This is an optimization exercise on Yosys and OpenROAD, whose aim is small area, a short achievable clock period and few clock cycles, not a production implementation. In this exercise RTL edits were held to simulation tests only and were not proved equivalent to the original. Power and IR drop assume default switching activity.

[flow/run.sh]
#!/bin/bash
# Layout flow: the standard flow (standard.sh) with two changes.
#  1. The port buffers are buf_2 cells instead of the clkdlybuf4s50_1 delay
#     cells that buffer_ports picks by default; every port still gets one.
#  2. After the standard synthesis (run unchanged), fa_polarity.py re-chooses
#     the polarity of each full-adder cell (a full adder is self-dual) so that
#     fewer inverters sit between them. Registers and all other cells are kept.
#     simeq.py compares the netlists by random simulation of every register
#     input and output; if they differ, the standard netlist is used as is.
set -euo pipefail
export BUFFER_PORTS_ARGS="-buffer_cell sky130_fd_sc_hd__buf_2"
R=orfs/results/${FLOW_PLATFORM}/matrix_mac_top/base
LIB=${FLOW_HOME}/platforms/${FLOW_PLATFORM}/lib/sky130_fd_sc_hd__tt_025C_1v80.lib

bash standard.sh synth > standard_synth.log 2>&1
cp "$R/1_2_yosys.v" "$R/1_2_yosys_standard.v"
if python3 flow/fa_polarity.py "$R/1_2_yosys_standard.v" polarity.v > fa_polarity.log 2>&1 &&
   python3 flow/simeq.py "$LIB" "$R/1_2_yosys_standard.v" polarity.v > simeq.log 2>&1; then
  cp polarity.v "$R/1_2_yosys.v"
  rm -f "$R/1_synth.odb" "$R/1_synth.sdc"
else
  echo "polarity step not used" >> fa_polarity.log
fi
bash standard.sh > standard_flow.log 2>&1
[flow/fa_polarity.py]
#!/usr/bin/env python3
"""Re-choose the polarity of full-adder cells in a mapped netlist.

A full adder is self-dual: FA(~a, ~b, ~c) = (~sum, ~cout). Synthesis leaves
many inverters between full adders; this script picks, for each fa_* cell,
whether it computes the true or the inverted values so that as few inverters
as possible are needed, then rebuilds the inverters between cells. Inverters
that drive a port or a net named in an assign are kept. Registers and all
other cells are left as they are.
usage: fa_polarity.py IN.v OUT.v
"""
import math
import random
import re
import sys
from collections import defaultdict

OUT_PINS = {"X", "Y", "Q", "Q_N", "SUM", "COUT", "HI", "LO"}
src = open(sys.argv[1]).read()

m = re.search(r"\bmodule\s+(\S+)\s*\((.*?)\);", src, re.S)
inst_re = re.compile(r"^\s*(sky130_fd_sc_hd__\w+)\s+(\S+)\s*\((.*?)\);\s*$", re.S | re.M)
pin_re = re.compile(r"\.(\w+)\(\s*(.*?)\s*\)\s*(?:,|$)", re.S)

insts = []
for im in inst_re.finditer(src):
    typ, name, body = im.group(1), im.group(2), im.group(3)
    pins = {}
    for p, n in pin_re.findall(body):
        pins[p] = n.strip()
    insts.append([typ, name, pins, im.start(), im.end()])

ports = set()
for d in re.finditer(r"^\s*(input|output|inout)\s+(?:\[[^\]]*\]\s*)?(.*?);", src, re.M):
    for n in d.group(2).split(","):
        ports.add(n.strip())
assign_nets = set()
for a in re.finditer(r"^\s*assign\s+(.*?)\s*=\s*(.*?);", src, re.M):
    for side in a.groups():
        for tok in re.findall(r"\\\S+|[A-Za-z_][\w$]*(?:\s*\[\d+\])?", side):
            assign_nets.add(tok.strip())


def base_name(n):
    # a bit of a port vector: "name [3]" or "name[3]" -> name
    return re.sub(r"\s*\[\d+\]$", "", n)


def is_inv(t):
    return re.match(r"sky130_fd_sc_hd__(clk)?inv_\d+$", t) is not None


def is_fa(t):
    return re.match(r"sky130_fd_sc_hd__fa_\d+$", t) is not None


driver = {}
for i, (t, n, pins, _, _) in enumerate(insts):
    for p, net in pins.items():
        if p in OUT_PINS:
            driver[net] = (i, p)

fixed = set()
for i, (t, n, pins, _, _) in enumerate(insts):
    if is_inv(t):
        y = pins["Y"]
        if y in assign_nets or base_name(y) in ports or y in ports:
            fixed.add(i)


def source(net, depth=0):
    """(base net, polarity) of a net, looking through removable inverters."""
    d = driver.get(net)
    if d is None or depth > 20:
        return net, 0
    i, p = d
    if is_inv(insts[i][0]) and i not in fixed:
        b, pol = source(insts[i][2]["A"], depth + 1)
        return b, pol ^ 1
    return net, 0


# consumers: (inst, pin, base, pol)
cons = []
for i, (t, n, pins, _, _) in enumerate(insts):
    if is_inv(t) and i not in fixed:
        continue
    for p, net in pins.items():
        if p in OUT_PINS:
            continue
        b, pol = source(net)
        cons.append((i, p, b, pol))

def pinned(net):
    return net in assign_nets or net in ports or base_name(net) in ports


# a full adder that drives a port or an assigned net keeps its polarity
fa_ids = [i for i, x in enumerate(insts) if is_fa(x[0])
          and not any(pinned(x[2].get(p, "")) for p in ("SUM", "COUT"))]
flip = defaultdict(int)
by_base = defaultdict(list)
for k, (i, p, b, pol) in enumerate(cons):
    by_base[b].append(k)
fa_inputs = defaultdict(list)
for k, (i, p, b, pol) in enumerate(cons):
    if is_fa(insts[i][0]):
        fa_inputs[i].append(k)


def avail(b):
    d = driver.get(b)
    if d and is_fa(insts[d[0]][0]):
        return flip[d[0]]
    return 0


def req(k):
    i, p, b, pol = cons[k]
    return pol ^ (flip[i] if is_fa(insts[i][0]) else 0)


def cost_base(b):
    a = avail(b)
    return int(any(req(k) != a for k in by_base[b]))


def local_cost(f):
    bases = {cons[k][2] for k in fa_inputs[f]}
    for p in ("SUM", "COUT"):
        if p in insts[f][2]:
            bases.add(insts[f][2][p])
    return sum(cost_base(b) for b in bases)


before = sum(cost_base(b) for b in by_base)
rng = random.Random(1)
cur = before
best = (cur, dict(flip))
# simulated annealing over the flips, then keep the best state seen
steps = 400 * max(1, len(fa_ids))
temp0, temp1 = 1.5, 0.05
for it in range(steps):
    temp = temp0 * (temp1 / temp0) ** (it / steps)
    f = fa_ids[rng.randrange(len(fa_ids))] if fa_ids else None
    if f is None:
        break
    c0 = local_cost(f)
    flip[f] ^= 1
    c1 = local_cost(f)
    d = c1 - c0
    if d <= 0 or rng.random() < math.exp(-d / temp):
        cur += d
        if cur < best[0]:
            best = (cur, dict(flip))
    else:
        flip[f] ^= 1
flip = defaultdict(int, best[1])
after = sum(cost_base(b) for b in by_base)
n_old = sum(1 for i, x in enumerate(insts) if is_inv(x[0]) and i not in fixed)
sys.stderr.write(f"fa_polarity: {len(fa_ids)} full adders, {sum(flip.values())} flipped; "
                 f"inverters {n_old} -> {after} (estimate before {before})\n")

# rebuild
new_inv = {}
out_lines = []
cnt = 0


def inv_of(b):
    global cnt
    if b not in new_inv:
        cnt += 1
        new_inv[b] = (f"_fapol_{cnt}_", f"_fapol_{cnt}_y")
    return new_inv[b][1]


rewired = defaultdict(dict)
for k, (i, p, b, pol) in enumerate(cons):
    r = req(k)
    a = avail(b)
    if b.startswith("1'b") and r != a:
        rewired[i][p] = "1'b1" if b == "1'b0" else "1'b0"
    else:
        rewired[i][p] = b if r == a else inv_of(b)

def esc(v):
    # an escaped identifier ends at white space
    return v + " " if v.startswith("\\") else v


pieces = []
last = 0
wires = []
for i, (t, n, pins, s0, s1) in enumerate(insts):
    pieces.append(src[last:s0])
    last = s1
    if is_inv(t) and i not in fixed:
        continue
    newpins = dict(pins)
    newpins.update(rewired.get(i, {}))
    body = ",\n".join(f"    .{p}({esc(v)})" for p, v in newpins.items())
    pieces.append(f"  {t} {n} (\n{body}\n  );")
pieces.append(src[last:])
text = "".join(pieces)
decl = "".join(f"  wire {y};\n" for (_, y) in new_inv.values())
cells = "".join(f"  sky130_fd_sc_hd__inv_1 {n} (\n    .A({esc(b)}),\n    .Y({y})\n  );\n"
                for b, (n, y) in new_inv.items())
endpos = text.rindex("endmodule")
text = text[:endpos] + cells + text[endpos:]
# declarations right after the module header
hdr_end = text.index(";", text.index("module")) + 1
text = text[:hdr_end] + "\n" + decl + text[hdr_end:]
open(sys.argv[2], "w").write(text)
sys.stderr.write(f"fa_polarity: wrote {len(new_inv)} inverters\n")
[flow/simeq.py]
#!/usr/bin/env python3
"""Random-simulation comparison of two mapped netlists with the same registers
and ports: every register input and every output must match for random values
of the inputs and register outputs. usage: simeq.py LIB A.v B.v"""
import re, sys, random

lib = open(sys.argv[1]).read()
funcs = {}
seq = set()
for m in re.finditer(r'cell\s*\(\s*"?(sky130_fd_sc_hd__\w+)"?\s*\)\s*\{', lib):
    name = m.group(1)
    start = m.end()
    depth = 1
    i = start
    while depth:
        c = lib[i]
        if c == '{': depth += 1
        elif c == '}': depth -= 1
        i += 1
    body = lib[start:i]
    if re.search(r'\b(ff|latch)\s*\(', body):
        seq.add(name)
    fs = {}
    for pm in re.finditer(r'pin\s*\(\s*"?(\w+)"?\s*\)\s*\{([^{}]*)', body):
        f = re.search(r'function\s*:\s*"([^"]*)"', pm.group(2))
        if f:
            fs[pm.group(1)] = f.group(1)
    funcs[name] = fs

def pyexpr(f):
    f = f.replace('!', ' ~').replace('*', '&').replace('+', '|')
    f = re.sub(r'(\w)\s+(?=[\w(~])', r'\1 & ', f)
    f = re.sub(r'\)\s+(?=[\w(~])', r') & ', f)
    return f

inst_re = re.compile(r"^\s*(sky130_fd_sc_hd__\w+)\s+(\S+)\s*\((.*?)\);\s*$", re.S | re.M)
pin_re = re.compile(r"\.(\w+)\(\s*(.*?)\s*\)\s*(?:,|$)", re.S)

def load(path):
    src = open(path).read()
    insts = []
    for im in inst_re.finditer(src):
        pins = {p: n.strip() for p, n in pin_re.findall(im.group(3))}
        insts.append((im.group(1), im.group(2), pins))
    assigns = []
    for a in re.finditer(r"^\s*assign\s+(.*?)\s*=\s*(.*?)\s*;", src, re.M):
        assigns.append((a.group(1).strip(), a.group(2).strip()))
    outs = []
    for d in re.finditer(r"^\s*output\s+(?:\[(\d+):(\d+)\]\s*)?(\S+?)\s*;", src, re.M):
        if d.group(1):
            for b in range(int(d.group(2)), int(d.group(1)) + 1):
                outs.append(f"{d.group(3)}[{b}]")
        else:
            outs.append(d.group(3))
    return insts, assigns, outs

def norm(n):
    n = n.strip()
    if n.startswith('\\'):
        n = n[1:]
    return re.sub(r'\s+\[', '[', n)

def simulate(path, rnd_vals, W):
    insts, assigns, outs = load(path)
    val = {"1'b0": 0, "1'b1": (1 << W) - 1}
    drv = {}
    regs = {}
    for t, n, pins in insts:
        if t in seq:
            regs[n] = pins
            for p in ('Q', 'Q_N'):
                if p in pins:
                    key = 'Q:' + n
                    if key not in rnd_vals:
                        rnd_vals[key] = random.getrandbits(W)
                    q = rnd_vals[key]
                    val[norm(pins[p])] = q if p == 'Q' else ~q & ((1 << W) - 1)
            continue
        for p, f in funcs[t].items():
            if p in pins:
                drv[norm(pins[p])] = (t, pins, p)
    alias = {norm(l): norm(r) for l, r in assigns}
    mask = (1 << W) - 1
    sys.setrecursionlimit(100000)
    def get(n):
        n = norm(n)
        if n in val:
            return val[n]
        if n in drv:
            t, pins, p = drv[n]
            env = {}
            for q in re.findall(r'[A-Za-z_]\w*', funcs[t][p]):
                env[q] = get(pins[q])
            v = eval(pyexpr(funcs[t][p]), {}, env) & mask
        elif n in alias:
            v = get(alias[n])
        else:
            key = 'I:' + n
            if key not in rnd_vals:
                rnd_vals[key] = random.getrandbits(W)
            v = rnd_vals[key]
        val[n] = v
        return v
    res = {}
    for n, pins in regs.items():
        for p in ('D', 'RESET_B', 'SET_B', 'DE'):
            if p in pins:
                res[f'{n}.{p}'] = get(pins[p])
    for o in outs:
        res['O:' + o] = get(o)
    return res

random.seed(1)
rv = {}
W = 256
a = simulate(sys.argv[2], rv, W)
b = simulate(sys.argv[3], rv, W)
bad = [k for k in a if a[k] != b.get(k)]
missing = [k for k in a if k not in b] + [k for k in b if k not in a]
print(f"compared {len(a)} points; {len(bad)} differ; {len(missing)} unmatched")
for k in bad[:10]:
    print(" differ:", k)
sys.exit(1 if bad or missing else 0)
[standard.sh]
#!/bin/bash
# synth_recipe.tcl (not shown) runs the flow's synth.tcl, then flattens the netlist and writes it again
# the make line also repeats each setting of config.mk as NAME=value (left out here)
make -C /OpenROAD-flow-scripts/flow DESIGN_CONFIG=/design/flow/config.mk WORK_HOME=/design/flow/orfs CLKGATE_MAP_FILE= SYNTH_SCRIPT=/design/flow/synth_recipe.tcl "${@:-finish}"
[config.mk]
export PLATFORM = sky130hd
export DESIGN_NAME = matrix_mac_top
export DESIGN_NICKNAME = matrix_mac_top
export VERILOG_FILES = /design/flow/design.v
export SDC_FILE = /design/flow/constraint.sdc
export NUM_CORES = 4
export LEC_CHECK = 0
export CAP_MARGIN = 20
export CORE_MARGIN = 2
export CORE_UTILIZATION = 40
export CTS_BUF_LIST = sky130_fd_sc_hd__clkbuf_4 sky130_fd_sc_hd__clkbuf_8
export CTS_CLUSTER_SIZE = 20
export SETUP_SLACK_MARGIN = 2.0
export SLEW_MARGIN = 20
[constraint.sdc]
create_clock -name core_clock -period 8.0 [get_ports {dca_port_11}]
set_input_delay 1.6000 -clock core_clock [delete_from_list [all_inputs] [get_ports {dca_port_11}]]
set_output_delay 1.6000 -clock core_clock [all_outputs]
set_load 0.01 [all_outputs]
[design.v]
`timescale 1ns/1ns
package mac_pkg;
  typedef enum logic [1:0] {
    OP_ADD   = 2'd0,
    OP_SUB   = 2'd1,
    OP_EWMUL = 2'd2,
    OP_OUTER = 2'd3
  } op_e;
  localparam int STEP_W = 4;
endpackage
`timescale 1ns/1ns
module mac_inst_reg
#(
  parameter int MATRIX_DIM = 4
)
(
  input  logic                                 dca_port_11,
  input  logic                                 dca_port_17,
  input  logic                                 i_load,
  input  logic [1:0]                           i_opcode,
  input  logic                                 i_init_acc,
  input  logic [MATRIX_DIM-1:0]                i_row_mask,
  input  logic [MATRIX_DIM-1:0]                i_col_mask,
  output logic [1:0]                           o_inst_opcode,
  output logic                                 o_inst_init_acc,
  output logic [MATRIX_DIM*MATRIX_DIM-1:0]     o_inst_elem_en
);
  localparam int NUM_ELEM = MATRIX_DIM * MATRIX_DIM;
  logic [NUM_ELEM-1:0] elem_en_nxt;
  always_comb
  begin
    for (int r = 0; r < MATRIX_DIM; r++)
      for (int c = 0; c < MATRIX_DIM; c++)
        elem_en_nxt[r*MATRIX_DIM + c] = i_row_mask[r] & i_col_mask[c];
  end
  always_ff @(posedge dca_port_11 or negedge dca_port_17)
  begin
    if (!dca_port_17)
    begin
      o_inst_opcode   <= mac_pkg::OP_ADD;
      o_inst_init_acc <= 1'b0;
      o_inst_elem_en  <= '0;
    end
    else if (i_load)
    begin
      o_inst_opcode   <= i_opcode;
      o_inst_init_acc <= i_init_acc;
      o_inst_elem_en  <= elem_en_nxt;
    end
  end
endmodule
`timescale 1ns/1ns
module mac_seq
(
  input  logic                       dca_port_11,
  input  logic                       dca_port_17,
  input  logic                       i_start,
  input  logic                       i_clear,
  input  logic [1:0]                 i_opcode,
  input  logic [mac_pkg::STEP_W-1:0] i_steps,
  output logic                       o_run,
  output logic                       o_first,
  output logic                       o_done
);
  logic [mac_pkg::STEP_W-1:0] remain;
  logic [mac_pkg::STEP_W-1:0] remain_nxt;
  always_comb
  begin
    remain_nxt = i_steps - 1'b1;
    if ((i_opcode != mac_pkg::OP_OUTER) || (i_steps == '0))
      remain_nxt = '0;
  end
  always_ff @(posedge dca_port_11 or negedge dca_port_17)
  begin
    if (!dca_port_17)
    begin
      o_run   <= 1'b0;
      o_first <= 1'b0;
      o_done  <= 1'b0;
      remain  <= '0;
    end
    else if (!o_run)
    begin
      o_done <= 1'b0;
      if (i_start && !i_clear)
      begin
        o_run   <= 1'b1;
        o_first <= 1'b1;
        remain  <= remain_nxt;
      end
    end
    else
    begin
      o_first <= 1'b0;
      remain  <= remain - 1'b1;
      if (i_clear || (remain == '0))
        o_run <= 1'b0;
      o_done <= !i_clear && (remain == '0);
    end
  end
endmodule
`timescale 1ns/1ns
module mac_lane
#(
  parameter int ELEM_W = 16
)
(
  input  logic              dca_port_11,
  input  logic              dca_port_17,
  input  logic              i_outer,
  input  logic              i_g_outer,
  input  logic              i_g_ewmul,
  input  logic              i_g_addsub,
  input  logic              i_keep,
  input  logic              i_sub,
  input  logic              i_cin,
  input  logic [ELEM_W-1:0] i_l_rc,
  input  logic [ELEM_W-1:0] i_r_rc,
  input  logic [ELEM_W-1:0] i_l_r0,
  input  logic [ELEM_W-1:0] i_r_0c,
  output logic [ELEM_W-1:0] o_val
);
  logic [ELEM_W-2:0] bank_s;
  logic [ELEM_W-1:0] bank_k;
  logic              top_a;
  logic              top_b;
  logic              top_c;
  logic [ELEM_W-1:0] op_a;
  logic [ELEM_W-1:0] op_b;
  logic [ELEM_W-1:0] op_s;
  logic [ELEM_W-1:0] op_k;
  logic              op_t;
  logic [ELEM_W-2:0] row0;
  logic [ELEM_W-2:0] row1;
  logic [ELEM_W-2:0] nxt_s;
  logic [ELEM_W-1:0] nxt_k;
  logic              nxt_a;
  logic              nxt_b;
  logic              nxt_c;
  logic pp1;
  logic pp2;
  logic pp3;
  logic pp4;
  logic pp5;
  logic pp6;
  logic pp7;
  logic pp8;
  logic pp9;
  logic pp10;
  logic pp11;
  logic pp12;
  logic pp13;
  logic pp14;
  logic pp15;
  logic pp16;
  logic pp17;
  logic pp18;
  logic pp19;
  logic pp20;
  logic pp21;
  logic pp22;
  logic pp23;
  logic pp24;
  logic pp25;
  logic pp26;
  logic pp27;
  logic pp28;
  logic pp29;
  logic pp30;
  logic pp31;
  logic pp32;
  logic pp33;
  logic pp34;
  logic pp35;
  logic pp36;
  logic pp37;
  logic pp38;
  logic pp39;
  logic pp40;
  logic pp41;
  logic pp42;
  logic pp43;
  logic pp44;
  logic pp45;
  logic pp46;
  logic pp47;
  logic pp48;
  logic pp49;
  logic pp50;
  logic pp51;
  logic pp52;
  logic pp53;
  logic pp54;
  logic pp55;
  logic pp56;
  logic pp57;
  logic pp58;
  logic pp59;
  logic pp60;
  logic pp61;
  logic pp62;
  logic pp63;
  logic pp64;
  logic pp65;
  logic pp66;
  logic pp67;
  logic pp68;
  logic pp69;
  logic pp70;
  logic pp71;
  logic pp72;
  logic pp73;
  logic pp74;
  logic pp75;
  logic pp76;
  logic pp77;
  logic pp78;
  logic pp79;
  logic pp80;
  logic pp81;
  logic pp82;
  logic pp83;
  logic pp84;
  logic pp85;
  logic pp86;
  logic pp87;
  logic pp88;
  logic pp89;
  logic pp90;
  logic pp91;
  logic pp92;
  logic pp93;
  logic pp94;
  logic pp95;
  logic pp96;
  logic pp97;
  logic pp98;
  logic pp99;
  logic pp100;
  logic pp101;
  logic pp102;
  logic pp103;
  logic pp104;
  logic pp105;
  logic pp106;
  logic pp107;
  logic pp108;
  logic pp109;
  logic pp110;
  logic pp111;
  logic pp112;
  logic pp113;
  logic pp114;
  logic pp115;
  logic pp116;
  logic pp117;
  logic pp118;
  logic pp119;
  logic pp120;
  logic pp121;
  logic pp122;
  logic pp123;
  logic pp124;
  logic pp125;
  logic pp126;
  logic pp127;
  logic pp128;
  logic pp129;
  logic pp130;
  logic pp131;
  logic pp132;
  logic pp133;
  logic pp134;
  logic pp135;
  logic pp136;
  logic s137;
  logic c138;
  logic s139;
  logic c140;
  logic s141;
  logic c142;
  logic s143;
  logic c144;
  logic s145;
  logic c146;
  logic s147;
  logic c148;
  logic s149;
  logic c150;
  logic s151;
  logic c152;
  logic s153;
  logic c154;
  logic s155;
  logic c156;
  logic s157;
  logic c158;
  logic s159;
  logic c160;
  logic s161;
  logic c162;
  logic s163;
  logic c164;
  logic s165;
  logic c166;
  logic s167;
  logic c168;
  logic s169;
  logic c170;
  logic s171;
  logic c172;
  logic s173;
  logic c174;
  logic s175;
  logic c176;
  logic s177;
  logic c178;
  logic s179;
  logic c180;
  logic s181;
  logic c182;
  logic s183;
  logic c184;
  logic s185;
  logic c186;
  logic s187;
  logic c188;
  logic s189;
  logic c190;
  logic s191;
  logic c192;
  logic s193;
  logic c194;
  logic s195;
  logic c196;
  logic s197;
  logic c198;
  logic s199;
  logic c200;
  logic s201;
  logic c202;
  logic s203;
  logic c204;
  logic s205;
  logic c206;
  logic s207;
  logic c208;
  logic s209;
  logic c210;
  logic s211;
  logic c212;
  logic s213;
  logic c214;
  logic s215;
  logic c216;
  logic s217;
  logic c218;
  logic s219;
  logic c220;
  logic s221;
  logic c222;
  logic s223;
  logic c224;
  logic s225;
  logic c226;
  logic s227;
  logic c228;
  logic s229;
  logic c230;
  logic s231;
  logic c232;
  logic s233;
  logic c234;
  logic s235;
  logic c236;
  logic s237;
  logic c238;
  logic s239;
  logic c240;
  logic s241;
  logic c242;
  logic s243;
  logic c244;
  logic s245;
  logic c246;
  logic s247;
  logic c248;
  logic s249;
  logic c250;
  logic s251;
  logic c252;
  logic s253;
  logic c254;
  logic s255;
  logic c256;
  logic s257;
  logic c258;
  logic s259;
  logic c260;
  logic s261;
  logic c262;
  logic s263;
  logic c264;
  logic s265;
  logic c266;
  logic s267;
  logic c268;
  logic s269;
  logic c270;
  logic s271;
  logic c272;
  logic s273;
  logic c274;
  logic s275;
  logic c276;
  logic s277;
  logic c278;
  logic s279;
  logic c280;
  logic s281;
  logic c282;
  logic s283;
  logic c284;
  logic s285;
  logic c286;
  logic s287;
  logic c288;
  logic s289;
  logic c290;
  logic s291;
  logic c292;
  logic s293;
  logic c294;
  logic s295;
  logic c296;
  logic s297;
  logic c298;
  logic s299;
  logic c300;
  logic s301;
  logic c302;
  logic s303;
  logic c304;
  logic s305;
  logic c306;
  logic s307;
  logic c308;
  logic s309;
  logic c310;
  logic s311;
  logic c312;
  logic s313;
  logic c314;
  logic s315;
  logic c316;
  logic s317;
  logic c318;
  logic s319;
  logic c320;
  logic s321;
  logic c322;
  logic s323;
  logic c324;
  logic s325;
  logic c326;
  logic s327;
  logic c328;
  logic s329;
  logic c330;
  logic s331;
  logic c332;
  logic s333;
  logic c334;
  logic s335;
  logic c336;
  logic s337;
  logic c338;
  logic s339;
  logic c340;
  logic s341;
  logic c342;
  logic s343;
  logic c344;
  logic s345;
  logic c346;
  logic s347;
  logic c348;
  assign op_a = i_outer ? i_l_r0 : i_l_rc;
  assign op_b = (i_r_0c & {ELEM_W{i_g_outer}}) | (i_r_rc & {ELEM_W{i_g_ewmul}}) |
                {{(ELEM_W-1){1'b0}}, i_g_addsub};
  assign op_s = ({top_a, bank_s} & {ELEM_W{i_keep}}) |
                ((i_r_rc ^ {ELEM_W{i_sub}}) & {ELEM_W{i_g_addsub}});
  assign op_k = bank_k & {ELEM_W{i_keep}};
  assign op_t = (top_b ^ top_c) & i_keep;
  assign pp1 = op_a[0] & op_b[0];
  assign pp2 = op_a[1] & op_b[0];
  assign pp3 = op_a[2] & op_b[0];
  assign pp4 = op_a[3] & op_b[0];
  assign pp5 = op_a[4] & op_b[0];
  assign pp6 = op_a[5] & op_b[0];
  assign pp7 = op_a[6] & op_b[0];
  assign pp8 = op_a[7] & op_b[0];
  assign pp9 = op_a[8] & op_b[0];
  assign pp10 = op_a[9] & op_b[0];
  assign pp11 = op_a[10] & op_b[0];
  assign pp12 = op_a[11] & op_b[0];
  assign pp13 = op_a[12] & op_b[0];
  assign pp14 = op_a[13] & op_b[0];
  assign pp15 = op_a[14] & op_b[0];
  assign pp16 = op_a[15] & op_b[0];
  assign pp17 = op_a[0] & op_b[1];
  assign pp18 = op_a[1] & op_b[1];
  assign pp19 = op_a[2] & op_b[1];
  assign pp20 = op_a[3] & op_b[1];
  assign pp21 = op_a[4] & op_b[1];
  assign pp22 = op_a[5] & op_b[1];
  assign pp23 = op_a[6] & op_b[1];
  assign pp24 = op_a[7] & op_b[1];
  assign pp25 = op_a[8] & op_b[1];
  assign pp26 = op_a[9] & op_b[1];
  assign pp27 = op_a[10] & op_b[1];
  assign pp28 = op_a[11] & op_b[1];
  assign pp29 = op_a[12] & op_b[1];
  assign pp30 = op_a[13] & op_b[1];
  assign pp31 = op_a[14] & op_b[1];
  assign pp32 = op_a[0] & op_b[2];
  assign pp33 = op_a[1] & op_b[2];
  assign pp34 = op_a[2] & op_b[2];
  assign pp35 = op_a[3] & op_b[2];
  assign pp36 = op_a[4] & op_b[2];
  assign pp37 = op_a[5] & op_b[2];
  assign pp38 = op_a[6] & op_b[2];
  assign pp39 = op_a[7] & op_b[2];
  assign pp40 = op_a[8] & op_b[2];
  assign pp41 = op_a[9] & op_b[2];
  assign pp42 = op_a[10] & op_b[2];
  assign pp43 = op_a[11] & op_b[2];
  assign pp44 = op_a[12] & op_b[2];
  assign pp45 = op_a[13] & op_b[2];
  assign pp46 = op_a[0] & op_b[3];
  assign pp47 = op_a[1] & op_b[3];
  assign pp48 = op_a[2] & op_b[3];
  assign pp49 = op_a[3] & op_b[3];
  assign pp50 = op_a[4] & op_b[3];
  assign pp51 = op_a[5] & op_b[3];
  assign pp52 = op_a[6] & op_b[3];
  assign pp53 = op_a[7] & op_b[3];
  assign pp54 = op_a[8] & op_b[3];
  assign pp55 = op_a[9] & op_b[3];
  assign pp56 = op_a[10] & op_b[3];
  assign pp57 = op_a[11] & op_b[3];
  assign pp58 = op_a[12] & op_b[3];
  assign pp59 = op_a[0] & op_b[4];
  assign pp60 = op_a[1] & op_b[4];
  assign pp61 = op_a[2] & op_b[4];
  assign pp62 = op_a[3] & op_b[4];
  assign pp63 = op_a[4] & op_b[4];
  assign pp64 = op_a[5] & op_b[4];
  assign pp65 = op_a[6] & op_b[4];
  assign pp66 = op_a[7] & op_b[4];
  assign pp67 = op_a[8] & op_b[4];
  assign pp68 = op_a[9] & op_b[4];
  assign pp69 = op_a[10] & op_b[4];
  assign pp70 = op_a[11] & op_b[4];
  assign pp71 = op_a[0] & op_b[5];
  assign pp72 = op_a[1] & op_b[5];
  assign pp73 = op_a[2] & op_b[5];
  assign pp74 = op_a[3] & op_b[5];
  assign pp75 = op_a[4] & op_b[5];
  assign pp76 = op_a[5] & op_b[5];
  assign pp77 = op_a[6] & op_b[5];
  assign pp78 = op_a[7] & op_b[5];
  assign pp79 = op_a[8] & op_b[5];
  assign pp80 = op_a[9] & op_b[5];
  assign pp81 = op_a[10] & op_b[5];
  assign pp82 = op_a[0] & op_b[6];
  assign pp83 = op_a[1] & op_b[6];
  assign pp84 = op_a[2] & op_b[6];
  assign pp85 = op_a[3] & op_b[6];
  assign pp86 = op_a[4] & op_b[6];
  assign pp87 = op_a[5] & op_b[6];
  assign pp88 = op_a[6] & op_b[6];
  assign pp89 = op_a[7] & op_b[6];
  assign pp90 = op_a[8] & op_b[6];
  assign pp91 = op_a[9] & op_b[6];
  assign pp92 = op_a[0] & op_b[7];
  assign pp93 = op_a[1] & op_b[7];
  assign pp94 = op_a[2] & op_b[7];
  assign pp95 = op_a[3] & op_b[7];
  assign pp96 = op_a[4] & op_b[7];
  assign pp97 = op_a[5] & op_b[7];
  assign pp98 = op_a[6] & op_b[7];
  assign pp99 = op_a[7] & op_b[7];
  assign pp100 = op_a[8] & op_b[7];
  assign pp101 = op_a[0] & op_b[8];
  assign pp102 = op_a[1] & op_b[8];
  assign pp103 = op_a[2] & op_b[8];
  assign pp104 = op_a[3] & op_b[8];
  assign pp105 = op_a[4] & op_b[8];
  assign pp106 = op_a[5] & op_b[8];
  assign pp107 = op_a[6] & op_b[8];
  assign pp108 = op_a[7] & op_b[8];
  assign pp109 = op_a[0] & op_b[9];
  assign pp110 = op_a[1] & op_b[9];
  assign pp111 = op_a[2] & op_b[9];
  assign pp112 = op_a[3] & op_b[9];
  assign pp113 = op_a[4] & op_b[9];
  assign pp114 = op_a[5] & op_b[9];
  assign pp115 = op_a[6] & op_b[9];
  assign pp116 = op_a[0] & op_b[10];
  assign pp117 = op_a[1] & op_b[10];
  assign pp118 = op_a[2] & op_b[10];
  assign pp119 = op_a[3] & op_b[10];
  assign pp120 = op_a[4] & op_b[10];
  assign pp121 = op_a[5] & op_b[10];
  assign pp122 = op_a[0] & op_b[11];
  assign pp123 = op_a[1] & op_b[11];
  assign pp124 = op_a[2] & op_b[11];
  assign pp125 = op_a[3] & op_b[11];
  assign pp126 = op_a[4] & op_b[11];
  assign pp127 = op_a[0] & op_b[12];
  assign pp128 = op_a[1] & op_b[12];
  assign pp129 = op_a[2] & op_b[12];
  assign pp130 = op_a[3] & op_b[12];
  assign pp131 = op_a[0] & op_b[13];
  assign pp132 = op_a[1] & op_b[13];
  assign pp133 = op_a[2] & op_b[13];
  assign pp134 = op_a[0] & op_b[14];
  assign pp135 = op_a[1] & op_b[14];
  assign pp136 = op_a[0] & op_b[15];
  assign s137 = i_cin ^ op_s[0] ^ pp1;
  assign c138 = (i_cin & op_s[0]) | (i_cin & pp1) | (op_s[0] & pp1);
  assign s139 = op_s[1] ^ pp2 ^ pp17;
  assign c140 = (op_s[1] & pp2) | (op_s[1] & pp17) | (pp2 & pp17);
  assign s141 = op_s[2] ^ pp3 ^ pp18;
  assign c142 = (op_s[2] & pp3) | (op_s[2] & pp18) | (pp3 & pp18);
  assign s143 = pp32 ^ c140 ^ s141;
  assign c144 = (pp32 & c140) | (pp32 & s141) | (c140 & s141);
  assign s145 = op_s[3] ^ pp4 ^ pp19;
  assign c146 = (op_s[3] & pp4) | (op_s[3] & pp19) | (pp4 & pp19);
  assign s147 = pp33 ^ pp46 ^ c142;
  assign c148 = (pp33 & pp46) | (pp33 & c142) | (pp46 & c142);
  assign s149 = s145 ^ c144 ^ s147;
  assign c150 = (s145 & c144) | (s145 & s147) | (c144 & s147);
  assign s151 = op_s[4] ^ pp5 ^ pp20;
  assign c152 = (op_s[4] & pp5) | (op_s[4] & pp20) | (pp5 & pp20);
  assign s153 = pp34 ^ pp47 ^ pp59;
  assign c154 = (pp34 & pp47) | (pp34 & pp59) | (pp47 & pp59);
  assign s155 = c146 ^ s151 ^ s153;
  assign c156 = (c146 & s151) | (c146 & s153) | (s151 & s153);
  assign s157 = c148 ^ s155 ^ c150;
  assign c158 = (c148 & s155) | (c148 & c150) | (s155 & c150);
  assign s159 = op_s[5] ^ pp6 ^ pp21;
  assign c160 = (op_s[5] & pp6) | (op_s[5] & pp21) | (pp6 & pp21);
  assign s161 = pp35 ^ pp48 ^ pp60;
  assign c162 = (pp35 & pp48) | (pp35 & pp60) | (pp48 & pp60);
  assign s163 = pp71 ^ c152 ^ c154;
  assign c164 = (pp71 & c152) | (pp71 & c154) | (c152 & c154);
  assign s165 = s159 ^ s161 ^ c156;
  assign c166 = (s159 & s161) | (s159 & c156) | (s161 & c156);
  assign s167 = s163 ^ s165 ^ c158;
  assign c168 = (s163 & s165) | (s163 & c158) | (s165 & c158);
  assign s169 = op_s[6] ^ pp7 ^ pp22;
  assign c170 = (op_s[6] & pp7) | (op_s[6] & pp22) | (pp7 & pp22);
  assign s171 = pp36 ^ pp49 ^ pp61;
  assign c172 = (pp36 & pp49) | (pp36 & pp61) | (pp49 & pp61);
  assign s173 = pp72 ^ pp82 ^ c160;
  assign c174 = (pp72 & pp82) | (pp72 & c160) | (pp82 & c160);
  assign s175 = c162 ^ s169 ^ s171;
  assign c176 = (c162 & s169) | (c162 & s171) | (s169 & s171);
  assign s177 = c164 ^ s173 ^ s175;
  assign c178 = (c164 & s173) | (c164 & s175) | (s173 & s175);
  assign s179 = c166 ^ s177 ^ c168;
  assign c180 = (c166 & s177) | (c166 & c168) | (s177 & c168);
  assign s181 = op_s[7] ^ pp8 ^ pp23;
  assign c182 = (op_s[7] & pp8) | (op_s[7] & pp23) | (pp8 & pp23);
  assign s183 = pp37 ^ pp50 ^ pp62;
  assign c184 = (pp37 & pp50) | (pp37 & pp62) | (pp50 & pp62);
  assign s185 = pp73 ^ pp83 ^ pp92;
  assign c186 = (pp73 & pp83) | (pp73 & pp92) | (pp83 & pp92);
  assign s187 = c170 ^ c172 ^ s181;
  assign c188 = (c170 & c172) | (c170 & s181) | (c172 & s181);
  assign s189 = s183 ^ s185 ^ c174;
  assign c190 = (s183 & s185) | (s183 & c174) | (s185 & c174);
  assign s191 = c176 ^ s187 ^ s189;
  assign c192 = (c176 & s187) | (c176 & s189) | (s187 & s189);
  assign s193 = c178 ^ s191 ^ c180;
  assign c194 = (c178 & s191) | (c178 & c180) | (s191 & c180);
  assign s195 = op_s[8] ^ op_k[8] ^ pp9;
  assign c196 = (op_s[8] & op_k[8]) | (op_s[8] & pp9) | (op_k[8] & pp9);
  assign s197 = pp24 ^ pp38 ^ pp51;
  assign c198 = (pp24 & pp38) | (pp24 & pp51) | (pp38 & pp51);
  assign s199 = pp63 ^ pp74 ^ pp84;
  assign c200 = (pp63 & pp74) | (pp63 & pp84) | (pp74 & pp84);
  assign s201 = pp93 ^ pp101 ^ c182;
  assign c202 = (pp93 & pp101) | (pp93 & c182) | (pp101 & c182);
  assign s203 = c184 ^ c186 ^ s195;
  assign c204 = (c184 & c186) | (c184 & s195) | (c186 & s195);
  assign s205 = s197 ^ s199 ^ c188;
  assign c206 = (s197 & s199) | (s197 & c188) | (s199 & c188);
  assign s207 = s201 ^ s203 ^ c190;
  assign c208 = (s201 & s203) | (s201 & c190) | (s203 & c190);
  assign s209 = s205 ^ c192 ^ s207;
  assign c210 = (s205 & c192) | (s205 & s207) | (c192 & s207);
  assign s211 = op_s[9] ^ pp10 ^ pp25;
  assign c212 = (op_s[9] & pp10) | (op_s[9] & pp25) | (pp10 & pp25);
  assign s213 = pp39 ^ pp52 ^ pp64;
  assign c214 = (pp39 & pp52) | (pp39 & pp64) | (pp52 & pp64);
  assign s215 = pp75 ^ pp85 ^ pp94;
  assign c216 = (pp75 & pp85) | (pp75 & pp94) | (pp85 & pp94);
  assign s217 = pp102 ^ pp109 ^ c196;
  assign c218 = (pp102 & pp109) | (pp102 & c196) | (pp109 & c196);
  assign s219 = c198 ^ c200 ^ s211;
  assign c220 = (c198 & c200) | (c198 & s211) | (c200 & s211);
  assign s221 = s213 ^ s215 ^ c202;
  assign c222 = (s213 & s215) | (s213 & c202) | (s215 & c202);
  assign s223 = c204 ^ s217 ^ s219;
  assign c224 = (c204 & s217) | (c204 & s219) | (s217 & s219);
  assign s225 = c206 ^ s221 ^ s223;
  assign c226 = (c206 & s221) | (c206 & s223) | (s221 & s223);
  assign s227 = c208 ^ s225 ^ c210;
  assign c228 = (c208 & s225) | (c208 & c210) | (s225 & c210);
  assign s229 = op_s[10] ^ pp11 ^ pp26;
  assign c230 = (op_s[10] & pp11) | (op_s[10] & pp26) | (pp11 & pp26);
  assign s231 = pp40 ^ pp53 ^ pp65;
  assign c232 = (pp40 & pp53) | (pp40 & pp65) | (pp53 & pp65);
  assign s233 = pp76 ^ pp86 ^ pp95;
  assign c234 = (pp76 & pp86) | (pp76 & pp95) | (pp86 & pp95);
  assign s235 = pp103 ^ pp110 ^ pp116;
  assign c236 = (pp103 & pp110) | (pp103 & pp116) | (pp110 & pp116);
  assign s237 = c212 ^ c214 ^ c216;
  assign c238 = (c212 & c214) | (c212 & c216) | (c214 & c216);
  assign s239 = s229 ^ s231 ^ s233;
  assign c240 = (s229 & s231) | (s229 & s233) | (s231 & s233);
  assign s241 = s235 ^ c218 ^ c220;
  assign c242 = (s235 & c218) | (s235 & c220) | (c218 & c220);
  assign s243 = s237 ^ s239 ^ c222;
  assign c244 = (s237 & s239) | (s237 & c222) | (s239 & c222);
  assign s245 = c224 ^ s241 ^ s243;
  assign c246 = (c224 & s241) | (c224 & s243) | (s241 & s243);
  assign s247 = c226 ^ s245 ^ c228;
  assign c248 = (c226 & s245) | (c226 & c228) | (s245 & c228);
  assign s249 = op_s[11] ^ pp12 ^ pp27;
  assign c250 = (op_s[11] & pp12) | (op_s[11] & pp27) | (pp12 & pp27);
  assign s251 = pp41 ^ pp54 ^ pp66;
  assign c252 = (pp41 & pp54) | (pp41 & pp66) | (pp54 & pp66);
  assign s253 = pp77 ^ pp87 ^ pp96;
  assign c254 = (pp77 & pp87) | (pp77 & pp96) | (pp87 & pp96);
  assign s255 = pp104 ^ pp111 ^ pp117;
  assign c256 = (pp104 & pp111) | (pp104 & pp117) | (pp111 & pp117);
  assign s257 = pp122 ^ c230 ^ c232;
  assign c258 = (pp122 & c230) | (pp122 & c232) | (c230 & c232);
  assign s259 = c234 ^ c236 ^ s249;
  assign c260 = (c234 & c236) | (c234 & s249) | (c236 & s249);
  assign s261 = s251 ^ s253 ^ s255;
  assign c262 = (s251 & s253) | (s251 & s255) | (s253 & s255);
  assign s263 = c238 ^ c240 ^ s257;
  assign c264 = (c238 & c240) | (c238 & s257) | (c240 & s257);
  assign s265 = s259 ^ s261 ^ c242;
  assign c266 = (s259 & s261) | (s259 & c242) | (s261 & c242);
  assign s267 = s263 ^ c244 ^ s265;
  assign c268 = (s263 & c244) | (s263 & s265) | (c244 & s265);
  assign s269 = c246 ^ s267 ^ c248;
  assign c270 = (c246 & s267) | (c246 & c248) | (s267 & c248);
  assign s271 = op_s[12] ^ op_k[12] ^ pp13;
  assign c272 = (op_s[12] & op_k[12]) | (op_s[12] & pp13) | (op_k[12] & pp13);
  assign s273 = pp28 ^ pp42 ^ pp55;
  assign c274 = (pp28 & pp42) | (pp28 & pp55) | (pp42 & pp55);
  assign s275 = pp67 ^ pp78 ^ pp88;
  assign c276 = (pp67 & pp78) | (pp67 & pp88) | (pp78 & pp88);
  assign s277 = pp97 ^ pp105 ^ pp112;
  assign c278 = (pp97 & pp105) | (pp97 & pp112) | (pp105 & pp112);
  assign s279 = pp118 ^ pp123 ^ pp127;
  assign c280 = (pp118 & pp123) | (pp118 & pp127) | (pp123 & pp127);
  assign s281 = c250 ^ c252 ^ c254;
  assign c282 = (c250 & c252) | (c250 & c254) | (c252 & c254);
  assign s283 = c256 ^ s271 ^ s273;
  assign c284 = (c256 & s271) | (c256 & s273) | (s271 & s273);
  assign s285 = s275 ^ s277 ^ s279;
  assign c286 = (s275 & s277) | (s275 & s279) | (s277 & s279);
  assign s287 = c258 ^ c260 ^ c262;
  assign c288 = (c258 & c260) | (c258 & c262) | (c260 & c262);
  assign s289 = s281 ^ s283 ^ s285;
  assign c290 = (s281 & s283) | (s281 & s285) | (s283 & s285);
  assign s291 = c264 ^ s287 ^ s289;
  assign c292 = (c264 & s287) | (c264 & s289) | (s287 & s289);
  assign s293 = c266 ^ s291 ^ c268;
  assign c294 = (c266 & s291) | (c266 & c268) | (s291 & c268);
  assign s295 = op_s[13] ^ pp14 ^ pp29;
  assign c296 = (op_s[13] & pp14) | (op_s[13] & pp29) | (pp14 & pp29);
  assign s297 = pp43 ^ pp56 ^ pp68;
  assign c298 = (pp43 & pp56) | (pp43 & pp68) | (pp56 & pp68);
  assign s299 = pp79 ^ pp89 ^ pp98;
  assign c300 = (pp79 & pp89) | (pp79 & pp98) | (pp89 & pp98);
  assign s301 = pp106 ^ pp113 ^ pp119;
  assign c302 = (pp106 & pp113) | (pp106 & pp119) | (pp113 & pp119);
  assign s303 = pp124 ^ pp128 ^ pp131;
  assign c304 = (pp124 & pp128) | (pp124 & pp131) | (pp128 & pp131);
  assign s305 = c272 ^ c274 ^ c276;
  assign c306 = (c272 & c274) | (c272 & c276) | (c274 & c276);
  assign s307 = c278 ^ c280 ^ s295;
  assign c308 = (c278 & c280) | (c278 & s295) | (c280 & s295);
  assign s309 = s297 ^ s299 ^ s301;
  assign c310 = (s297 & s299) | (s297 & s301) | (s299 & s301);
  assign s311 = s303 ^ c282 ^ c284;
  assign c312 = (s303 & c282) | (s303 & c284) | (c282 & c284);
  assign s313 = c286 ^ s305 ^ s307;
  assign c314 = (c286 & s305) | (c286 & s307) | (s305 & s307);
  assign s315 = s309 ^ c288 ^ c290;
  assign c316 = (s309 & c288) | (s309 & c290) | (c288 & c290);
  assign s317 = s311 ^ s313 ^ c292;
  assign c318 = (s311 & s313) | (s311 & c292) | (s313 & c292);
  assign s319 = s315 ^ s317 ^ c294;
  assign c320 = (s315 & s317) | (s315 & c294) | (s317 & c294);
  assign s321 = op_s[14] ^ pp15 ^ pp30;
  assign c322 = (op_s[14] & pp15) | (op_s[14] & pp30) | (pp15 & pp30);
  assign s323 = pp44 ^ pp57 ^ pp69;
  assign c324 = (pp44 & pp57) | (pp44 & pp69) | (pp57 & pp69);
  assign s325 = pp80 ^ pp90 ^ pp99;
  assign c326 = (pp80 & pp90) | (pp80 & pp99) | (pp90 & pp99);
  assign s327 = pp107 ^ pp114 ^ pp120;
  assign c328 = (pp107 & pp114) | (pp107 & pp120) | (pp114 & pp120);
  assign s329 = pp125 ^ pp129 ^ pp132;
  assign c330 = (pp125 & pp129) | (pp125 & pp132) | (pp129 & pp132);
  assign s331 = pp134 ^ c296 ^ c298;
  assign c332 = (pp134 & c296) | (pp134 & c298) | (c296 & c298);
  assign s333 = c300 ^ c302 ^ c304;
  assign c334 = (c300 & c302) | (c300 & c304) | (c302 & c304);
  assign s335 = s321 ^ s323 ^ s325;
  assign c336 = (s321 & s323) | (s321 & s325) | (s323 & s325);
  assign s337 = s327 ^ s329 ^ c306;
  assign c338 = (s327 & s329) | (s327 & c306) | (s329 & c306);
  assign s339 = c308 ^ c310 ^ s331;
  assign c340 = (c308 & c310) | (c308 & s331) | (c310 & s331);
  assign s341 = s333 ^ s335 ^ c312;
  assign c342 = (s333 & s335) | (s333 & c312) | (s335 & c312);
  assign s343 = s337 ^ c314 ^ s339;
  assign c344 = (s337 & c314) | (s337 & s339) | (c314 & s339);
  assign s345 = c316 ^ s341 ^ s343;
  assign c346 = (c316 & s341) | (c316 & s343) | (s341 & s343);
  assign s347 = c318 ^ s345 ^ c320;
  assign c348 = (c318 & s345) | (c318 & c320) | (s345 & c320);
  logic c_top;
  assign row0 = {s347, s319, s293, s269, s247, s227, s209, s193, s179, s167, s157, s149, s143, c138, s137};
  assign row1 = {1'b0, 1'b0, c270, 1'b0, 1'b0, 1'b0, c194, 1'b0, 1'b0, 1'b0, 1'b0, 1'b0, 1'b0, s139, 1'b0};
  assign {nxt_k[8], nxt_s[7:0]} = row0[7:0] + row1[7:0];
  assign {nxt_k[12], nxt_s[11:8]} = row0[11:8] + row1[11:8];
  assign {c_top, nxt_s[14:12]} = row0[14:12] + row1[14:12];
  assign nxt_k[0] = 1'b0;
  assign nxt_k[1] = 1'b0;
  assign nxt_k[2] = 1'b0;
  assign nxt_k[3] = 1'b0;
  assign nxt_k[4] = 1'b0;
  assign nxt_k[5] = 1'b0;
  assign nxt_k[6] = 1'b0;
  assign nxt_k[7] = 1'b0;
  assign nxt_k[9] = 1'b0;
  assign nxt_k[10] = 1'b0;
  assign nxt_k[11] = 1'b0;
  assign nxt_k[13] = 1'b0;
  assign nxt_k[14] = 1'b0;
  assign nxt_k[15] = 1'b0;
  assign nxt_a = pp16 ^ pp31 ^ pp45 ^ pp58 ^ pp70 ^ pp81 ^ pp91 ^ pp100 ^ pp108 ^ pp115 ^ pp121 ^ pp126 ^ pp130 ^ pp133 ^ pp135 ^ pp136 ^ op_s[15] ^ op_t;
  assign nxt_b = c322 ^ c324 ^ c326 ^ c328 ^ c330 ^ c332 ^ c334 ^ c336 ^ c338 ^ c340 ^ c342 ^ c344 ^ c346;
  assign nxt_c = c348 ^ c_top;
  always_ff @(posedge dca_port_11 or negedge dca_port_17)
  begin
    if (!dca_port_17)
    begin
      bank_s <= '0;
      bank_k <= '0;
      top_a  <= 1'b0;
      top_b  <= 1'b0;
      top_c  <= 1'b0;
    end
    else
    begin
      bank_s <= nxt_s;
      bank_k <= nxt_k;
      top_a  <= nxt_a;
      top_b  <= nxt_b;
      top_c  <= nxt_c;
    end
  end
  logic oc8;
  logic oc9;
  logic oc10;
  logic oc11;
  logic oc12;
  logic oc13;
  logic oc14;
  assign o_val[0] = bank_s[0];
  assign o_val[1] = bank_s[1];
  assign o_val[2] = bank_s[2];
  assign o_val[3] = bank_s[3];
  assign o_val[4] = bank_s[4];
  assign o_val[5] = bank_s[5];
  assign o_val[6] = bank_s[6];
  assign o_val[7] = bank_s[7];
  assign o_val[8] = bank_s[8] ^ bank_k[8];
  assign oc8 = bank_s[8] & bank_k[8];
  assign o_val[9] = bank_s[9] ^ oc8;
  assign oc9 = bank_s[9] & oc8;
  assign o_val[10] = bank_s[10] ^ oc9;
  assign oc10 = bank_s[10] & oc9;
  assign o_val[11] = bank_s[11] ^ oc10;
  assign oc11 = bank_s[11] & oc10;
  assign o_val[12] = bank_s[12] ^ bank_k[12] ^ oc11;
  assign oc12 = (bank_s[12] & bank_k[12]) | (bank_s[12] & oc11) | (bank_k[12] & oc11);
  assign o_val[13] = bank_s[13] ^ oc12;
  assign oc13 = bank_s[13] & oc12;
  assign o_val[14] = bank_s[14] ^ oc13;
  assign oc14 = bank_s[14] & oc13;
  assign o_val[15] = top_a ^ top_b ^ top_c ^ oc14;
endmodule
`timescale 1ns/1ns
module mac_datapath
#(
  parameter int MATRIX_DIM = 4,
  parameter int ELEM_W     = 16
)
(
  input  logic                                    dca_port_11,
  input  logic                                    dca_port_17,
  input  logic                                    i_run,
  input  logic [MATRIX_DIM*MATRIX_DIM-1:0]        i_elem_en,
  input  logic [1:0]                              i_op,
  input  logic                                    i_acc,
  input  logic [MATRIX_DIM*MATRIX_DIM*ELEM_W-1:0] i_lhs,
  input  logic [MATRIX_DIM*MATRIX_DIM*ELEM_W-1:0] i_rhs,
  output logic [MATRIX_DIM*MATRIX_DIM*ELEM_W-1:0] o_result
);
  logic outer;
  logic ewmul;
  logic addsub;
  logic sub;
  assign outer  = (i_op == mac_pkg::OP_OUTER);
  assign ewmul  = (i_op == mac_pkg::OP_EWMUL);
  assign addsub = (i_op == mac_pkg::OP_ADD) || (i_op == mac_pkg::OP_SUB);
  assign sub    = (i_op == mac_pkg::OP_SUB);
  for (genvar r = 0; r < MATRIX_DIM; r++)
  begin : g_row
    for (genvar c = 0; c < MATRIX_DIM; c++)
    begin : g_col
      localparam int IDX = r*MATRIX_DIM + c;
      logic we;
      assign we = i_run & i_elem_en[IDX];
      mac_lane #(.ELEM_W(ELEM_W)) mac_lane_i
      (
        .dca_port_11 (dca_port_11),
        .dca_port_17 (dca_port_17),
        .i_outer     (outer),
        .i_g_outer   (we & outer),
        .i_g_ewmul   (we & ewmul),
        .i_g_addsub  (we & addsub),
        .i_keep      (!we || (outer && i_acc)),
        .i_sub       (sub),
        .i_cin       (we & sub),
        .i_l_rc      (i_lhs[IDX*ELEM_W +: ELEM_W]),
        .i_r_rc      (i_rhs[IDX*ELEM_W +: ELEM_W]),
        .i_l_r0      (i_lhs[(r*MATRIX_DIM)*ELEM_W +: ELEM_W]),
        .i_r_0c      (i_rhs[c*ELEM_W +: ELEM_W]),
        .o_val       (o_result[IDX*ELEM_W +: ELEM_W])
      );
    end
  end
endmodule
`timescale 1ns/1ns
`timescale 1ns/1ns
module matrix_mac_top
#(
  parameter int MATRIX_DIM = 4,
  parameter int ELEM_W     = 16
)
(
  input  logic                                    dca_port_11,
  input  logic                                    dca_port_17,
  input  logic                                    i_start,
  input  logic                                    i_clear,
  input  logic [1:0]                              i_opcode,
  input  logic                                    i_init_acc,
  input  logic [MATRIX_DIM-1:0]                   i_row_mask,
  input  logic [MATRIX_DIM-1:0]                   i_col_mask,
  input  logic [mac_pkg::STEP_W-1:0]              i_steps,
  input  logic [MATRIX_DIM*MATRIX_DIM*ELEM_W-1:0] i_lhs,
  input  logic [MATRIX_DIM*MATRIX_DIM*ELEM_W-1:0] i_rhs,
  output logic                                    o_busy,
  output logic                                    o_step_req,
  output logic                                    o_done,
  output logic [MATRIX_DIM*MATRIX_DIM*ELEM_W-1:0] o_result
);
  logic                             run;
  logic                             first;
  logic [1:0]                       inst_opcode;
  logic                             inst_init_acc;
  logic [MATRIX_DIM*MATRIX_DIM-1:0] inst_elem_en;
  mac_seq mac_seq_i
  (
    .dca_port_11 (dca_port_11),
    .dca_port_17 (dca_port_17),
    .i_start     (i_start),
    .i_clear     (i_clear),
    .i_opcode    (i_opcode),
    .i_steps     (i_steps),
    .o_run       (run),
    .o_first     (first),
    .o_done      (o_done)
  );
  mac_inst_reg #(.MATRIX_DIM(MATRIX_DIM)) mac_inst_reg_i
  (
    .dca_port_11     (dca_port_11),
    .dca_port_17     (dca_port_17),
    .i_load          (!run),
    .i_opcode        (i_opcode),
    .i_init_acc      (i_init_acc),
    .i_row_mask      (i_row_mask),
    .i_col_mask      (i_col_mask),
    .o_inst_opcode   (inst_opcode),
    .o_inst_init_acc (inst_init_acc),
    .o_inst_elem_en  (inst_elem_en)
  );
  mac_datapath #(.MATRIX_DIM(MATRIX_DIM), .ELEM_W(ELEM_W)) mac_datapath_i
  (
    .dca_port_11 (dca_port_11),
    .dca_port_17 (dca_port_17),
    .i_run       (run),
    .i_elem_en   (inst_elem_en),
    .i_op        (inst_opcode),
    .i_acc       (!(first && inst_init_acc)),
    .i_lhs       (i_lhs),
    .i_rhs       (i_rhs),
    .o_result    (o_result)
  );
  assign o_busy     = run;
  assign o_step_req = run;
endmodule
==> load_flow_metrics.sql <==
INSERT INTO impl_metrics (metric_group, metric, value, unit) VALUES
('run_status', 'status', 'finished clean', ''),
('timing', 'timing.final.crit_share', '74.6', '%'),
('route', 'routed_vias_inst', '5.58', ''),
('placed_design', 'placement.setup.worst_slack', '0.716', 'ns'),
('clock_tree', 'ctsHtreeMaxLevel', '3', ''),
('logic_synthesis', 'ys.warnings.count', '3', ''),
('layout', 'area_growth_syn_to_layout', '14.9', '%'),
('global_route', 'grt_pass1_vias', '67926', ''),
('worst_setup_path', 'cp.required', '8.73', 'ns'),
('route', 'detail_route.wl_per_cell', '29.6', 'um'),
('route', 'drtPass1Iterations', '8', ''),
('floorplan', 'die-width', '444', 'um'),
('worst_setup_path', 'r2r_slack', '2.06', 'ns'),
('layout', 'post-route-util', '46.2', '%'),
('global_route', 'grt_first_pass_wirelength', '481000', 'um'),
('worst_setup_path', 'rr_startpoint', 'mac_inst_reg_i.o_inst_opcode[0]', ''),
('layout', 'layout_common_cells', '1652 x fa_1, 1277 x nor2_1, 786 x buf_2, 631 x inv_1, 539 x xnor2_1', ''),
('worst_setup_path', 'crit_slowest_cell', 'o21ai_2', ''),
('clock_tree', 'cts_sinks', '346', ''),
('route', 'first_iter_violations', '5690', ''),
('floorplan', 'core.rowCount', '161', ''),
('worst_setup_path', 'critical_path_class', 'in -> reg', ''),
('clock_tree', 'clock_tree_from_tritoncts', 'done', ''),
('placed_design', 'gp_routability_congestion', '1.04', ''),
('logic_synthesis', 'syn-cell-area', '77400', 'um2'),
('placed_design', 'hpwlAfterDp', '266000', 'um'),
('worst_hold_path', 'worstHoldEndpoint', 'mac_seq_i.o_first', ''),
('route', 'final_antenna_net_count', '0', ''),
('worst_setup_path', 'worstPathMaxFanout', '10', ''),
('timing', 'count_of_final_max_slew_check_failures', '0', ''),
('worst_hold_path', 'worstHoldPathCells', '2', ''),
('worst_setup_path', 'critPathLaunchType', 'primary input', ''),
('logic_synthesis', 'syn-mean-instance-area', '9.66', 'um2'),
('clock_tree', 'clkLatencyLatePin', '0.89', 'ns'),
('worst_setup_path', 'cpPeakStageDelay', '0.72', 'ns'),
('global_route', 'grt_overflow', '0', ''),
('floorplan', 'ios', '790', ''),
('timing', 'timing_hold_violations_final', '0', ''),
('worst_hold_path', 'min_from', 'mac_seq_i.o_first', ''),
('logic_synthesis', 'syn-num-nets', '10443', ''),
('route', 'drc', '0', ''),
('floorplan', 'die_area', '197000', 'um2'),
('route', 'routed-via-count', '63590', ''),
('worst_setup_path', 'kind_of_end_point_of_the_critical_path', 'flop', ''),
('timing', 'tmin_final', '5.97', 'ns'),
('timing', 'max_slew.worst_pin.slew', '1.24', 'ns'),
('clock_tree', 'cts_root_buf', 'clkbuf_8', ''),
('timing', 'totalNegativeSetupSlack', '0', 'ns'),
('timing', 'maxSlewHeadroom', '17.2', '%'),
('timing', 'max_clk_rate', '0.168', 'GHz'),
('clock_tree', 'cts-root-to-sink-buffers', '3', ''),
('global_route', 'grt_start_max_net_pins', '117', ''),
('clock_tree', 'holdBufCountCts', '0', ''),
('global_route', 'track_usage', '34.1', '%'),
('timing', 'worst_slack', '2.03', 'ns'),
('layout', 'leading_cell_type_in_the_layout_fill_and_taps_excluded', 'fa_1', ''),
('worst_setup_path', 'crit-reg2reg-capture', 'mac_datapath_i.g_row[3].g_col[3].mac_lane_i.top_c', ''),
('global_route', 'grt_antenna_before_repair', '120', ''),
('timing', 'grt_setup_unrepaired', 'true', ''),
('run', 'maxCapViolCount', '0', ''),
('clock_tree', 'cts.reportedPaths.clkPinSlew', '0.07', 'ns'),
('layout', 'layout-drive-gt1-share', '21.4', '%'),
('worst_setup_path', 'worst_path_most_repeated_cell', 'fa_1', ''),
('worst_setup_path', 'worstPathCellList', 'buf_2 -> and2_1 -> o21ai_2 -> nor2_1 -> fa_1 -> fa_1 -> fa_1 -> fa_1 -> fa_1 -> fa_1 -> fa_1 -> inv_1 -> nor2_1 -> nand2_1 -> xor2_1', ''),
('worst_setup_path', 'critPathArrivalTime', '6.70', 'ns'),
('layout', 'fillerInstances', '18444', ''),
('clock_tree', 'cts_inserted_buffers', '81', ''),
('worst_setup_path', 'timing.reg2reg.worst_path_depth', '18', ''),
('floorplan', 'core', '192000', 'um2'),
('pwr', 'total_power', '0.0171', 'W'),
('layout', 'finish.net_count', '11158', '');
registers in the layout, indices dropped and copies added (netlist names):
signal / count
mac_seq_i.remain: 4
mac_seq_i.o_done: 1
mac_inst_reg_i.o_inst_opcode: 2
mac_datapath_i.g_row.g_col.mac_lane_i.top_b: 16
mac_inst_reg_i.o_inst_elem_en: 16
mac_seq_i.o_run: 1
mac_datapath_i.g_row.g_col.mac_lane_i.top_c: 16
mac_datapath_i.g_row.g_col.mac_lane_i.bank_s: 240
mac_datapath_i.g_row.g_col.mac_lane_i.bank_k: 32
mac_datapath_i.g_row.g_col.mac_lane_i.top_a: 16
mac_inst_reg_i.o_inst_init_acc: 1
mac_seq_i.o_first: 1
worst max-delay path, delay by kind of cell:
family / cells / cell delay [ns]
AO/OA/AOI/OAI: 1 / 0.72
XOR/XNOR: 1 / 0.14
adder cells (fa/ha/maj): 7 / 3.34
buffers and inverters: 2 / 0.23
AND/OR/NAND/NOR: 4 / 0.65
layout make-up:
class / instances / area, um2 / share of cell area, %
antenna: 97 / 243 / 0.273
tap: 2526 / 3160 / 3.55
inverter: 632 / 2380 / 2.67
clock buffer: 113 / 1440 / 1.62
multi-input combinational: 6520 / 65300 / 73.4
sequential: 346 / 8670 / 9.75
clock inverter: 25 / 360 / 0.405
timing repair buffer: 1140 / 7380 / 8.30
power by group:
| part | switching, W | internal (W) |
|---|---|---|
| Combinational | 0.00682 | 0.00453 |
| Clock | 0.00109 | 0.00144 |
| Sequential | 0.000731 | 0.00252 |
repair_timing:
action,in CTS,in global routing
gates cloned,4,16
setup endpoints to repair,184,69
buffers inserted,22,108
gates resized for setup,130,262
pin swaps,7,22
per-layer routing:
metal  share of wire [%]  track usage (%)  vias up
met4                  11             32.1       38
met1                  35             40.2    32462
met2                  44             50.3     3789
met5               0.076                0        -
li1                    -                -    26119
met3                 9.5             9.32     1182
worst max-delay path by stage:
stage,from,end,cells past startpoint
finish,i_rhs[54],mac_datapath_i.g_row[3].g_col[3].mac_lane_i.top_c,15
CTS,mac_inst_reg_i.o_inst_opcode[0],mac_datapath_i.g_row[2].g_col[3].mac_lane_i.top_c,17
detailed placement,i_rhs[21],mac_datapath_i.g_row[3].g_col[1].mac_lane_i.top_c,16
floorplan,i_lhs[7],mac_datapath_i.g_row[0].g_col[3].mac_lane_i.top_c,17
global route,mac_inst_reg_i.o_inst_opcode[1],mac_datapath_i.g_row[1].g_col[1].mac_lane_i.top_c,18
global placement,i_rhs[21],mac_datapath_i.g_row[3].g_col[1].mac_lane_i.top_c,16
stage by stage:
stage	area, um2	instances
finish	88900	11399
global placement	83800	11013
floorplan	77800	8006
global route	88900	11392
detailed placement	83800	11014
CTS	86400	11178
Testbench counts, summed over its fixed seeds: cycles 7,501.

[static timing again, ports no longer ideal]
In the flow no input, the clock included, has a driving cell. The finished layout below was timed again as built, in two steps. Step 1 assumes that a clkbuf_16 drives the clock port and a buf_2 every other input. Step 2 moves the port delays by t, midway between the first and last clock arrival at a register: inputs arrive t later, outputs are due t later. That takes back most of the time a late clock gives input paths. a / b / c = no drivers / after step 1 / after step 2; a / b = the first two.
shift t [ns]: 0.957
slack for setup (ns): 2.033 / 2.040 / 1.084
cell pins on the clock port's net: 1
After both steps this run still meets setup and hold. For this run, drivers alone change the setup slack by +0.007 ns; drivers and shift together by -0.949 ns.
